Background: an optimization exercise with open tools, aiming at small area, a short achievable clock period and few clock cycles per item. Do not read the settings as production practice. Only simulation tests tie the RTL to the original design; equivalence was not proved. Power figures rest on the tool's default switching activity, not on a simulated workload.

## indigo
// zigzag_rle
module zigzag_rle (
  input  logic       clk,
  input  logic       reset,
  input  logic [8:0] dctq,
  input  logic       dctq_valid,
  input  logic [5:0] addr,
  output logic       hold,
  output logic [5:0] rle_run,
  output logic [8:0] rle_level,
  output logic       rle_eob,
  output logic       rle_valid,
  input  logic       rle_ready,
  output logic       overflow
);
clock: 5.0 ns
lec_check: 0
abc_clock_period_in_ps: 2500
cap_margin: 20
core_margin: 2
core_utilization: 40
cts_cluster_diameter: 80
cts_cluster_size: 16
setup_slack_margin: 2.5
slew_margin: 20
tns_end_percent: 10
run.sh (not shown) runs the stock make flow with config.mk's settings and CLKGATE_MAP_FILE= SYNTH_SCRIPT=/design/flow/synth_recipe.tcl, a recipe that flattens the netlist after the stock synthesis.
Testbench counts of indigo, summed over its fixed seeds: cycles 26,026, blocks 384.
Input-level comparison between yarrow and indigo:
Settings: a deleted TNS_END_PERCENT that had been 10; a deleted CTS_CLUSTER_SIZE that had been 16; a deleted CTS_CLUSTER_DIAMETER that had been 80.
[summary]
Relative to indigo, shortest clock period the worst path allows after layout decreased by 0.063 ns in yarrow.
Non-clock buffer count came out higher on yarrow than on indigo.
Wire length: yarrow worse than indigo
Relative to indigo, relative area change from synthesis to final layout has increased by 5.5 points in yarrow.
Vias per cell delta for yarrow relative to indigo: 0.63% lower
Met1 global-route usage essentially unchanged between indigo and yarrow.
Share of the clock period used by the worst path after layout for yarrow: 1.3 points down relative to indigo
Final area (yarrow vs. indigo) increases by a few percent
Per the comparison of yarrow with indigo, final worst slack grew by 0.063 ns; sequential power shows no meaningful change.
Run comparison: indigo slowest library cell on the worst path sky130_fd_sc_hd__or4b_4; yarrow slowest library cell on the worst path sky130_fd_sc_hd__a22oi_1
Inputs modified between yarrow and lagoon:
Settings: SETUP_SLACK_MARGIN now 2.3, was 2.5.
Findings:
lagoon — overall power after layout about 2.6% higher, yarrow as reference
lagoon: cell count after placement higher than yarrow
Between lagoon and yarrow, it is lagoon whose met2 track demand over resource in global routing is higher, by 0.39 points.
Higher wire length of the first global-routing pass among lagoon and yarrow: lagoon
Comparing lagoon against yarrow, there is no change at all in number of instances in the synthesized netlist.
Compared lagoon against yarrow; number of buffers inserted for hold repair after clock tree synthesis within noise.
Between lagoon and yarrow, it is lagoon whose sum of routed wire length over all layers is higher, by 0.63%.
[lagoon vs yarrow] CTS buffer count: higher in lagoon
Share of total power consumed by net switching for lagoon: 0.94 points down relative to yarrow
Measured against each other, lagoon and yarrow differ in clock skew, the lower figure coming from lagoon.

========
## job 7419
Starting RTL as in the previous note.
==> flow/config.mk <==
export PLATFORM = sky130hd
export DESIGN_NAME = zigzag_rle
export DESIGN_NICKNAME = zigzag_rle
export VERILOG_FILES = /design/flow/design.v
export SDC_FILE = /design/flow/constraint.sdc
export NUM_CORES = 4
export LEC_CHECK = 0
export ABC_CLOCK_PERIOD_IN_PS = 2500
export CAP_MARGIN = 20
export CORE_MARGIN = 2
export CORE_UTILIZATION = 40
export CTS_CLUSTER_DIAMETER = 80
export CTS_CLUSTER_SIZE = 20
export SETUP_SLACK_MARGIN = 2.5
export SLEW_MARGIN = 20
export TNS_END_PERCENT = 10
==> flow/constraint.sdc <==
create_clock -name core_clock -period 5.0 [get_ports {clk}]
set_input_delay 1.0000 -clock core_clock [delete_from_list [all_inputs] [get_ports {clk}]]
set_output_delay 1.0000 -clock core_clock [all_outputs]
set_load 0.01 [all_outputs]
Testbench counts of job 7419, summed over its fixed seeds: cycles 26,026, blocks 384.
The following lists how job 406 was set up differently from job 7419:
Settings: PLACE_DENSITY: unset -> 0.7; CORE_UTILIZATION: 40 -> 55; CTS_CLUSTER_SIZE: 20 -> unset; CTS_CLUSTER_DIAMETER: 80 -> unset.
[summary]
- Combinational power, job 406 and job 7419, lower one = job 406.
- Relative to job 7419, the routed wire length on met3 measured on job 406 has increased by more than 10%.
- Job 7419 ended up with sel_l[2]$_DFF_P_ as its launching instance or port of the critical path; job 406 ended up with pend[9]$_SDFF_PP0_.
- Job 406 vs job 7419: cell area after layout up in job 406
- As of job 406, placement row count had fallen by more than 10% compared to job 7419.

========
zigzag_rle again, from the RTL that the note above started with.
Settings: LEC_CHECK=0, ABC_CLOCK_PERIOD_IN_PS=2500, CAP_MARGIN=20, CORE_MARGIN=2, CORE_UTILIZATION=40, SETUP_SLACK_MARGIN=2.5, SLEW_MARGIN=20, TNS_END_PERCENT=10; clock period 5.0 ns.
Testbench counts at the start, summed over its fixed seeds: cycles 26,026, blocks 384.
Then changed:
SETUP_SLACK_MARGIN = 2.6   (was 2.5)
TNS_END_PERCENT = default   (was 10)
=>
- via count drops by 0.53%
- routed wire length barely changes
- global-route usage stays flat
- utilization went up by 0.58 points
- die area does not change
- sequential share of layout area went down by 0.75 points
- worst hold slack barely changes
- critical path depth came out lower by 2
- final cell count stays flat
- count of clock-buffer cells in the layout rose by 1
- flip-flop and latch count does not change
Then changed:
CTS_CLUSTER_DIAMETER = 80   (was default)
CTS_CLUSTER_SIZE = 26   (was default)
SETUP_SLACK_MARGIN = 2.5   (was 2.6)
TNS_END_PERCENT = 10   (was default)
- The new run completed with no timing, DRC or antenna violations
- worst setup slack gains 0.081 ns
- total power goes down by 16%
- cell area goes down by 5.4%
- synthesized area is unchanged
- first-iteration DRC count goes up by 3.6%
- final cell count goes down by 2.8%
- utilization goes down by 2.6 points
Then changed:
CTS_CLUSTER_DIAMETER = default   (was 80)
CTS_CLUSTER_SIZE = default   (was 26)
TNS_END_PERCENT = 0   (was 10)
Outcome:
- The new run produced a clean layout
- core utilization is higher by 1.9 points
- combinational power is higher by 3.6%
- global-route usage is higher by 0.15 points
- power is higher by 20%
- worst hold slack is worse by 0.0078 ns
- cell area is higher by 4.3%
- fmax is lower by 2.1%
- clock power is higher by 59%
- worst setup slack is worse by 0.055 ns
- sequential cell count does not change

-- what the ideal ports hide --
The results above use ideal ports. As a check the final layouts listed here were re-extracted and re-timed, cells and wires unchanged.
Step 1 (the two cells are an assumption about what drives the block):
set clk [get_ports {clk}]
set_driving_cell -lib_cell sky130_fd_sc_hd__clkbuf_16 $clk
set_driving_cell -lib_cell sky130_fd_sc_hd__buf_2 [delete_from_list [all_inputs] $clk]
Step 2 moves the port delays by t, midway between the first and last clock arrival at a register: inputs arrive t later, outputs are due t later. That takes back most of the time a late clock gives input paths.
Three values: no drivers, after step 1, after step 2; two values: the first two.
run | shift t [ns] | slack for setup (ns) | latest minus earliest clock arrival (ns) | pins driven straight from the clock port
indigo | 0.689 | 2.392 / 2.348 / 1.770 | 0.022 / 0.022 | 1
yarrow | 0.708 | 2.455 / 2.455 / 1.911 | 0.032 / 0.032 | 1
lagoon | 0.685 | 2.254 / 2.275 / 1.590 | 0.021 / 0.022 | 1
job 7419 | 0.671 | 2.394 / 2.394 / 1.934 | 0.033 / 0.033 | 1
job 406 | 0.674 | 2.337 / 2.337 / 1.749 | 0.024 / 0.024 | 1
the first run of note 3 | 0.681 | 2.459 / 2.434 / 1.927 | 0.033 / 0.033 | 1
the second run of note 3 | 0.680 | 2.306 / 2.306 / 1.945 | 0.036 / 0.036 | 1
the third run of note 3 | 0.667 | 2.386 / 2.365 / 1.764 | 0.041 / 0.041 | 1
the fourth run of note 3 | 0.703 | 2.331 / 2.331 / 1.791 | 0.029 / 0.028 | 1
After both steps setup and hold are still met in every run listed. The setup slack of lagoon, which loses most, moves by +0.021 ns with the drivers and by -0.664 ns with both steps.
